From an optimization exercise on the open Yosys and OpenROAD flow, aimed at small area; shortcuts taken in it are not production practice. The RTL was checked by simulation tests, not by an equivalence proof against the original design. Power figures rest on the tool's default switching activity, not on a simulated workload.

==> inputs of run A <==
==> flow/design.v <==
`timescale 1ns/1ps
module dcache_top #(
    parameter int NUM_SETS = 4,
    parameter int NUM_WAYS = 4,
    parameter int QUEUE_DEPTH = 4
) (
    input  logic        clock,
    input  logic        reset,
    input  logic        access_valid,
    input  logic        access_write,
    input  logic [1:0]  access_size,
    input  logic [31:0] access_addr,
    input  logic [31:0] access_wdata,
    input  logic        mem_accept,
    input  logic [3:0]  mem_accept_tag,
    input  logic [3:0]  mem_resp_tag,
    input  logic [63:0] mem_resp_block,
    output logic        hit,
    output logic [31:0] rdata,
    output logic        mem_req_valid,
    output logic        mem_req_cmd,
    output logic [31:0] mem_req_addr,
    output logic [63:0] mem_req_block
);
    logic [26:0] tag_q [16];
    logic [63:0] data_q [16];
    logic [7:0]  age_q [16];
    logic [5:0]  lw_q [4];
    logic [15:0] v_q;
    logic [15:0] b_q;
    logic [15:0] d_q;
    logic [3:0]  mline_q [1:15];    
    logic [2:0]  cnt_q;
    logic [1:0]  hd_q;
    logic [1:0]  tl_q;
    logic [15:0] qidx_q;          
    logic [3:0]  qcmd_q;
    logic [26:0] stag_q [2];
    logic        swp_q;
    logic        srp_q;
    logic [1:0]  acc_set;
    logic [26:0] acc_tag;
    logic [3:0]  sdec;
    assign acc_set = access_addr[4:3];
    assign acc_tag = access_addr[31:5];
    assign sdec = 4'b0001 << acc_set;
    logic [26:0] st [4];
    logic [3:0]  sv, sb, sd;
    logic [3:0]  eq, hv, inf, emp, fe, old, vic;
    for (genvar w = 0; w < 4; w++) begin : g_view
        assign st[w] = ({27{sdec[0]}} & tag_q[w]) | ({27{sdec[1]}} & tag_q[4 + w])
                     | ({27{sdec[2]}} & tag_q[8 + w]) | ({27{sdec[3]}} & tag_q[12 + w]);
        assign sv[w] = |(sdec & {v_q[12 + w], v_q[8 + w], v_q[4 + w], v_q[w]});
        assign sb[w] = |(sdec & {b_q[12 + w], b_q[8 + w], b_q[4 + w], b_q[w]});
        assign sd[w] = |(sdec & {d_q[12 + w], d_q[8 + w], d_q[4 + w], d_q[w]});
        assign eq[w] = (st[w] == acc_tag);
        assign hv[w] = sv[w] & eq[w];
        assign inf[w] = sb[w] & eq[w];
        assign emp[w] = ~sv[w] & ~sb[w];
    end
    logic hit_any, in_flight, empty_found, has_victim, queue_space, start_miss, push_store;
    assign hit_any = |hv;
    assign in_flight = |inf;
    assign empty_found = |emp;
    assign has_victim = ~&sb;
    assign hit = access_valid & hit_any;
    assign fe[0] = emp[0];
    assign fe[1] = emp[1] & ~emp[0];
    assign fe[2] = emp[2] & ~emp[1] & ~emp[0];
    assign fe[3] = emp[3] & ~emp[2] & ~emp[1] & ~emp[0];
    logic [5:0] slw;
    assign slw = ({6{sdec[0]}} & lw_q[0]) | ({6{sdec[1]}} & lw_q[1])
               | ({6{sdec[2]}} & lw_q[2]) | ({6{sdec[3]}} & lw_q[3]);
    logic ge01, ge02, ge03, ge12, ge13, ge23;
    assign {ge23, ge13, ge12, ge03, ge02, ge01} = slw;
    assign old[0] = sv[0] & (~sv[1] | ge01) & (~sv[2] | ge02) & (~sv[3] | ge03);
    assign old[1] = sv[1] & (~sv[0] | ~ge01) & (~sv[2] | ge12) & (~sv[3] | ge13);
    assign old[2] = sv[2] & (~sv[0] | ~ge02) & (~sv[1] | ~ge12) & (~sv[3] | ge23);
    assign old[3] = sv[3] & (~sv[0] | ~ge03) & (~sv[1] | ~ge13) & (~sv[2] | ~ge23);
    assign vic = empty_found ? fe : old;
    assign queue_space = ~cnt_q[2] & ~(cnt_q[1] & cnt_q[0]);
    assign start_miss = access_valid & ~hit_any & ~in_flight & has_victim & queue_space;
    assign push_store = start_miss & ~empty_found & |(old & sd);
    logic [1:0] vway;
    assign vway = {vic[3] | vic[2], vic[3] | vic[1]};
    logic [26:0] vtag;
    assign vtag = ({27{old[0]}} & st[0]) | ({27{old[1]}} & st[1])
                | ({27{old[2]}} & st[2]) | ({27{old[3]}} & st[3]);
    logic [7:0] wsel;
    assign wsel = 8'b0000_0001 << {acc_set, access_addr[2]};
    logic [31:0] wrd [4];
    for (genvar w = 0; w < 4; w++) begin : g_rd
        always_comb begin
            wrd[w] = '0;
            for (int k = 0; k < 8; k++) begin
                wrd[w] = wrd[w] | ({32{wsel[k]}} & data_q[(k >> 1) * 4 + w][(k & 1) * 32 +: 32]);
            end
        end
    end
    assign rdata = ({32{hv[0]}} & wrd[0]) | ({32{hv[1]}} & wrd[1])
                 | ({32{hv[2]}} & wrd[2]) | ({32{hv[3]}} & wrd[3]);
    logic [7:0] be;
    always_comb begin
        case (access_size)
            2'd0: be = 8'b0000_0001 << access_addr[2:0];
            2'd1: be = 8'b0000_0011 << {access_addr[2:1], 1'b0};
            2'd2: be = 8'b0000_1111 << {access_addr[2], 2'b00};
            default: be = 8'b0000_0000;
        endcase
    end
    logic [63:0] wlane;
    for (genvar b = 0; b < 8; b++) begin : g_lane
        always_comb begin
            case (access_size)
                2'd0: wlane[b*8 +: 8] = access_wdata[7:0];
                2'd1: wlane[b*8 +: 8] = access_wdata[(b & 1) * 8 +: 8];
                default: wlane[b*8 +: 8] = access_wdata[(b & 3) * 8 +: 8];
            endcase
        end
    end
    logic        resp_any;
    logic [3:0]  rline;
    logic [15:0] clr, z;
    logic [15:0] rdec;
    assign resp_any = |mem_resp_tag;
    always_comb begin
        rline = 4'd0;
        for (int t = 1; t < 16; t++) begin
            rline = rline | ({4{mem_resp_tag == 4'(t)}} & mline_q[t]);
        end
    end
    assign rdec = resp_any ? (16'h0001 << rline) : 16'h0000;
    for (genvar L = 0; L < 16; L++) begin : g_line
        logic touch, wr, res, rfl;
        logic [7:0] wb;
        assign touch = hit & sdec[L / 4] & hv[L % 4];
        assign wr = touch & access_write;
        assign res = start_miss & sdec[L / 4] & vic[L % 4];
        assign rfl = rdec[L];
        assign wb = {8{wr}} & be;
        logic fb;
        assign fb = age_q[L][7] ^ age_q[L][5] ^ age_q[L][4] ^ age_q[L][3];
        assign z[L] = ~|age_q[L][6:0];    
        assign clr[L] = touch | rfl;
        always_ff @(posedge clock) begin
            if (reset) begin
                v_q[L] <= 1'b0;
                b_q[L] <= 1'b0;
            end else if (res) begin
                v_q[L] <= 1'b0;
                b_q[L] <= 1'b1;
            end else if (rfl) begin
                v_q[L] <= 1'b1;
                b_q[L] <= 1'b0;
            end
        end
        always_ff @(posedge clock) begin
            if (rfl) d_q[L] <= 1'b0;
            else if (wr) d_q[L] <= 1'b1;
            if (clr[L]) age_q[L] <= 8'h01;
            else age_q[L] <= {age_q[L][6:0], fb & ~z[L]};
            if (res) tag_q[L] <= acc_tag;
        end
        for (genvar b = 0; b < 8; b++) begin : g_byte
            logic hold;
            assign hold = ~(rfl | wb[b]);
            always_ff @(posedge clock) begin
                data_q[L][b*8 +: 8] <= ({8{rfl}} & mem_resp_block[b*8 +: 8])
                                     | ({8{wb[b]}} & wlane[b*8 +: 8])
                                     | ({8{hold}} & data_q[L][b*8 +: 8]);
            end
        end
    end
    for (genvar S = 0; S < 4; S++) begin : g_order
        for (genvar p = 0; p < 6; p++) begin : g_pair
            localparam int LO = (p < 3) ? 0 : (p < 5) ? 1 : 2;
            localparam int HI = (p < 3) ? p + 1 : (p < 5) ? p - 1 : 3;
            always_ff @(posedge clock) begin
                lw_q[S][p] <= clr[S*4 + HI]
                            | (~clr[S*4 + LO] & (lw_q[S][p] | z[S*4 + LO]));
            end
        end
    end
    logic [3:0] hidx;
    logic       hcmd;
    logic       pop;
    logic [3:0] nidx;
    assign hidx = qidx_q[{hd_q, 2'b00} +: 4];
    assign hcmd = qcmd_q[hd_q];
    assign mem_req_valid = (cnt_q != 3'd0);
    assign pop = mem_accept & mem_req_valid;
    assign nidx = {acc_set, vway};
    always_ff @(posedge clock) begin
        if (reset) begin
            cnt_q <= 3'd0;
            hd_q <= 2'd0;
            tl_q <= 2'd0;
            swp_q <= 1'b0;
            srp_q <= 1'b0;
        end else begin
            cnt_q <= cnt_q + {2'b00, push_store} + {2'b00, start_miss} - {2'b00, pop};
            if (pop) hd_q <= hd_q + 2'd1;
            tl_q <= tl_q + {1'b0, push_store} + {1'b0, start_miss};
            if (push_store) swp_q <= ~swp_q;
            if (pop && hcmd) srp_q <= ~srp_q;
        end
    end
    for (genvar e = 0; e < 4; e++) begin : g_entry
        logic at_tail, behind_tail;
        assign at_tail = (tl_q == 2'(e));
        assign behind_tail = (tl_q == 2'(e - 1));
        always_ff @(posedge clock) begin
            if (start_miss && (at_tail || (push_store && behind_tail))) begin
                qcmd_q[e] <= push_store && at_tail;
                qidx_q[4*e +: 4] <= nidx;
            end
        end
    end
    always_ff @(posedge clock) begin
        for (int i = 0; i < 2; i++) begin
            if (push_store && swp_q == 1'(i)) stag_q[i] <= vtag;
        end
        for (int t = 1; t < 16; t++) begin
            if (pop && !hcmd && mem_accept_tag == 4'(t)) mline_q[t] <= hidx;
        end
    end
    logic [15:0] hdec;
    assign hdec = 16'h0001 << hidx;
    always_comb begin
        logic [26:0] ltag;
        ltag = '0;
        mem_req_block = '0;
        for (int L = 0; L < 16; L++) begin
            ltag = ltag | ({27{hdec[L]}} & tag_q[L]);
            mem_req_block = mem_req_block | ({64{hdec[L]}} & data_q[L]);
        end
        mem_req_cmd = hcmd;
        mem_req_addr = {hcmd ? stag_q[srp_q] : ltag, hidx[3:2], 3'b000};
    end
endmodule
==> flow/flow/run.sh <==
#!/bin/bash
# The standard layout (standard.sh) with three changes to how it is made:
# - synthesis maps the logic for area (ABC "dch; map -a", twice) instead of
#   ORFS's delay-oriented script; everything else in synthesis, and so every
#   register, stays as in the standard synthesis;
# - the port buffers use the smallest buffer cell;
# - clock tree synthesis uses clkbuf_8 leaf buffers of at most 12 sinks and
#   adds no dummy loads.
set -euo pipefail
here=$(pwd)
rm -rf "$here/scripts_area"
cp -r "$FLOW_HOME/scripts" "$here/scripts_area"
printf 'strash\ndch -f\nmap -a\nstrash\ndch -f\nmap -a\ntopo\n' > "$here/scripts_area/abc_speed.script"
export BUFFER_PORTS_ARGS="-buffer_cell sky130_fd_sc_hd__buf_1"
export CTS_ARGS="-sink_clustering_enable -repair_clock_nets -buf_list sky130_fd_sc_hd__clkbuf_8 -sink_clustering_size 12 -sink_clustering_max_diameter 100 -dont_use_dummy_load"
SCRIPTS_DIR="$here/scripts_area" bash standard.sh synth > synth.log 2>&1
bash standard.sh > standard.log 2>&1
==> flow/standard.sh <==
#!/bin/bash
# synth_recipe.tcl (not shown) runs the flow's synth.tcl, then flattens the netlist and writes it again
# the make line also repeats each setting of config.mk as NAME=value (left out here)
make -C /OpenROAD-flow-scripts/flow DESIGN_CONFIG=/design/flow/config.mk WORK_HOME=/design/flow/orfs CLKGATE_MAP_FILE= SYNTH_SCRIPT=/design/flow/synth_recipe.tcl "${@:-finish}"
==> flow/config.mk <==
export PLATFORM = sky130hd
export DESIGN_NAME = dcache_top
export DESIGN_NICKNAME = dcache_top
export VERILOG_FILES = /design/flow/design.v
export SDC_FILE = /design/flow/constraint.sdc
export NUM_CORES = 4
export LEC_CHECK = 0
export CAP_MARGIN = 20
export CORE_MARGIN = 2
export CORE_UTILIZATION = 40
export CTS_BUF_LIST = sky130_fd_sc_hd__clkbuf_8
export CTS_CLUSTER_DIAMETER = 100
export CTS_CLUSTER_SIZE = 30
export PLACE_DENSITY = 0.55
export SLEW_MARGIN = 20
==> flow/constraint.sdc <==
create_clock -name core_clock -period 16.0 [get_ports {clock}]
set_input_delay 3.2000 -clock core_clock [delete_from_list [all_inputs] [get_ports {clock}]]
set_output_delay 3.2000 -clock core_clock [all_outputs]
set_load 0.01 [all_outputs]
==> run Y (differences from run A) <==
--- a/flow/design.v
+++ b/flow/design.v
@@ -28,10 +28,9 @@
     logic [5:0]  lw_q [4];
     logic [15:0] v_q;
-    logic [15:0] b_q;
-    logic [15:0] d_q;
+    logic [15:0] s_q;
     logic [3:0]  mline_q [1:15];    
-    logic [2:0]  cnt_q;
-    logic [1:0]  hd_q;
-    logic [1:0]  tl_q;
+    logic [2:0]  hd_q;            
+    logic [2:0]  tl_q;
+    logic [2:0]  cnt;
     logic [15:0] qidx_q;          
     logic [3:0]  qcmd_q;
@@ -52,10 +51,10 @@
                      | ({27{sdec[2]}} & tag_q[8 + w]) | ({27{sdec[3]}} & tag_q[12 + w]);
         assign sv[w] = |(sdec & {v_q[12 + w], v_q[8 + w], v_q[4 + w], v_q[w]});
-        assign sb[w] = |(sdec & {b_q[12 + w], b_q[8 + w], b_q[4 + w], b_q[w]});
-        assign sd[w] = |(sdec & {d_q[12 + w], d_q[8 + w], d_q[4 + w], d_q[w]});
+        assign sd[w] = |(sdec & {s_q[12 + w], s_q[8 + w], s_q[4 + w], s_q[w]});
+        assign sb[w] = ~sv[w] & sd[w];
         assign eq[w] = (st[w] == acc_tag);
         assign hv[w] = sv[w] & eq[w];
         assign inf[w] = sb[w] & eq[w];
-        assign emp[w] = ~sv[w] & ~sb[w];
+        assign emp[w] = ~sv[w] & ~sd[w];
     end
     logic hit_any, in_flight, empty_found, has_victim, queue_space, start_miss, push_store;
@@ -79,5 +78,6 @@
     assign old[3] = sv[3] & (~sv[0] | ~ge03) & (~sv[1] | ~ge13) & (~sv[2] | ~ge23);
     assign vic = empty_found ? fe : old;
-    assign queue_space = ~cnt_q[2] & ~(cnt_q[1] & cnt_q[0]);
+    assign cnt = tl_q - hd_q;
+    assign queue_space = ~cnt[2] & ~(cnt[1] & cnt[0]);
     assign start_miss = access_valid & ~hit_any & ~in_flight & has_victim & queue_space;
     assign push_store = start_miss & ~empty_found & |(old & sd);
@@ -146,16 +146,16 @@
             if (reset) begin
                 v_q[L] <= 1'b0;
-                b_q[L] <= 1'b0;
+                s_q[L] <= 1'b0;
             end else if (res) begin
                 v_q[L] <= 1'b0;
-                b_q[L] <= 1'b1;
+                s_q[L] <= 1'b1;
             end else if (rfl) begin
                 v_q[L] <= 1'b1;
-                b_q[L] <= 1'b0;
+                s_q[L] <= 1'b0;
+            end else if (wr) begin
+                s_q[L] <= 1'b1;
             end
         end
         always_ff @(posedge clock) begin
-            if (rfl) d_q[L] <= 1'b0;
-            else if (wr) d_q[L] <= 1'b1;
             if (clr[L]) age_q[L] <= 8'h01;
             else age_q[L] <= {age_q[L][6:0], fb & ~z[L]};
@@ -164,8 +164,10 @@
         for (genvar b = 0; b < 8; b++) begin : g_byte
             logic hold;
-            assign hold = ~(rfl | wb[b]);
+            logic wbx;
+            assign wbx = wb[b] & ~rfl;
+            assign hold = ~rfl & ~wbx;
             always_ff @(posedge clock) begin
                 data_q[L][b*8 +: 8] <= ({8{rfl}} & mem_resp_block[b*8 +: 8])
-                                     | ({8{wb[b]}} & wlane[b*8 +: 8])
+                                     | ({8{wbx}} & wlane[b*8 +: 8])
                                      | ({8{hold}} & data_q[L][b*8 +: 8]);
             end
@@ -186,20 +188,18 @@
     logic       pop;
     logic [3:0] nidx;
-    assign hidx = qidx_q[{hd_q, 2'b00} +: 4];
-    assign hcmd = qcmd_q[hd_q];
-    assign mem_req_valid = (cnt_q != 3'd0);
+    assign hidx = qidx_q[{hd_q[1:0], 2'b00} +: 4];
+    assign hcmd = qcmd_q[hd_q[1:0]];
+    assign mem_req_valid = (hd_q != tl_q);
     assign pop = mem_accept & mem_req_valid;
     assign nidx = {acc_set, vway};
     always_ff @(posedge clock) begin
         if (reset) begin
-            cnt_q <= 3'd0;
-            hd_q <= 2'd0;
-            tl_q <= 2'd0;
+            hd_q <= 3'd0;
+            tl_q <= 3'd0;
             swp_q <= 1'b0;
             srp_q <= 1'b0;
         end else begin
-            cnt_q <= cnt_q + {2'b00, push_store} + {2'b00, start_miss} - {2'b00, pop};
-            if (pop) hd_q <= hd_q + 2'd1;
-            tl_q <= tl_q + {1'b0, push_store} + {1'b0, start_miss};
+            if (pop) hd_q <= hd_q + 3'd1;
+            tl_q <= tl_q + {2'b00, push_store} + {2'b00, start_miss};
             if (push_store) swp_q <= ~swp_q;
             if (pop && hcmd) srp_q <= ~srp_q;
@@ -208,6 +208,6 @@
     for (genvar e = 0; e < 4; e++) begin : g_entry
         logic at_tail, behind_tail;
-        assign at_tail = (tl_q == 2'(e));
-        assign behind_tail = (tl_q == 2'(e - 1));
+        assign at_tail = (tl_q[1:0] == 2'(e));
+        assign behind_tail = (tl_q[1:0] == 2'(e - 1));
         always_ff @(posedge clock) begin
             if (start_miss && (at_tail || (push_store && behind_tail))) begin
==> flow/run.sh (new file) <==
#!/bin/bash
# synth_recipe.tcl (not shown) runs the flow's synth.tcl, then flattens the netlist and writes it again
# the make line also repeats each setting of config.mk as NAME=value (left out here)
make -C /OpenROAD-flow-scripts/flow DESIGN_CONFIG=/design/flow/config.mk WORK_HOME=/design/flow/orfs CLKGATE_MAP_FILE= SYNTH_SCRIPT=/design/flow/synth_recipe.tcl finish
CTS_CLUSTER_SIZE = 12   (was 30)
removed: flow/flow/run.sh
removed: flow/standard.sh
==> run notes <==
Reg2Reg Depth: run A 17; run Y 13
Post-synthesis instance area: run A 79100 um^2; run Y 87000 um^2
Number of instances in the placed design: run A 11700; run Y 11100
Number of detailed-route iterations in the first pass: run A 12; run Y 9
Critical R2R Launch: run A tag_q[9][0]; run Y tag_q[7][13]
Clock Power: run A 2.57 mW; run Y 2.59 mW
Seq pwr share: run A 44.0%; run Y 47.6%
Filler cell count in the final layout: run A 19200; run Y 20400
Number of clock sinks: run A 1767; run Y 1750
Crit path buffers/inverters: run A 7; run Y 5
Run status: run A complete, no violations; run Y complete, no violations
Setup slack of the worst register-to-register path: run A 7.85 ns; run Y 10.52 ns
Number of sequential cells: run A 1767; run Y 1750
Endpoint arrival time on the critical path: run A 11.17 ns; run Y 9.01 ns
Count of non-CTS buffers in the layout: run A 490; run Y 446
Slew margin rel.: run A 14.6%; run Y 12.0%
Critical Path Stages: run A 18; run Y 11
Top cell class by occupied area: run A sequential cells; run Y multi-input combinational cells
Share of synthesized cell area in full adder, half adder and majority cells: run A 0.0918%; run Y 0.104%
Crit path to: run A rdata[10]; run Y rdata[3]
Sequential cell power: run A 7.01 mW; run Y 7.20 mW
Proportion of cell area occupied by multi-input gates: run A 38.5%; run Y 45.8%
Wire length of the first global-routing pass: run A 646 mm; run Y 555 mm
Placeable core area: run A 197000 um^2; run Y 217000 um^2
Non-clock buffer share: run A 3.11%; run Y 4.40%
Met3 demand-to-capacity share in global routing: run A 19.1%; run Y 8.43%

==> static timing again, ports no longer ideal <==
How much do the figures lean on ideal ports? The routed layouts below were timed once more, with nothing changed but the port constraints. Step 1 (the two cells are an assumption about what drives the block):
set clk [get_ports {clock}]
set_driving_cell -lib_cell sky130_fd_sc_hd__clkbuf_16 $clk
set_driving_cell -lib_cell sky130_fd_sc_hd__buf_2 [delete_from_list [all_inputs] $clk]
Step 2 adds t to the input delays and takes it off the output delays; t is the mean of the earliest and latest rising clock arrival at the registers after step 1. Input paths then give back, and output paths get back, about the clock's delay inside the block. Three values: no drivers, after step 1, after step 2; two values: the first two.
run | shift t [ns] | setup WS [ns] | hold slack, ns | worst setup path at the end
run A | 1.074 | 1.633 / 1.608 / 1.608 | 0.342 / 0.342 / 0.342 | input to output
run Y | 1.081 | 3.789 / 3.739 / 3.739 | 0.435 / 0.435 / 0.435 | input to output
After both steps every run listed still meets setup and hold. For run Y, which loses most, drivers alone change the setup slack by -0.050 ns; drivers and shift together by -0.050 ns.
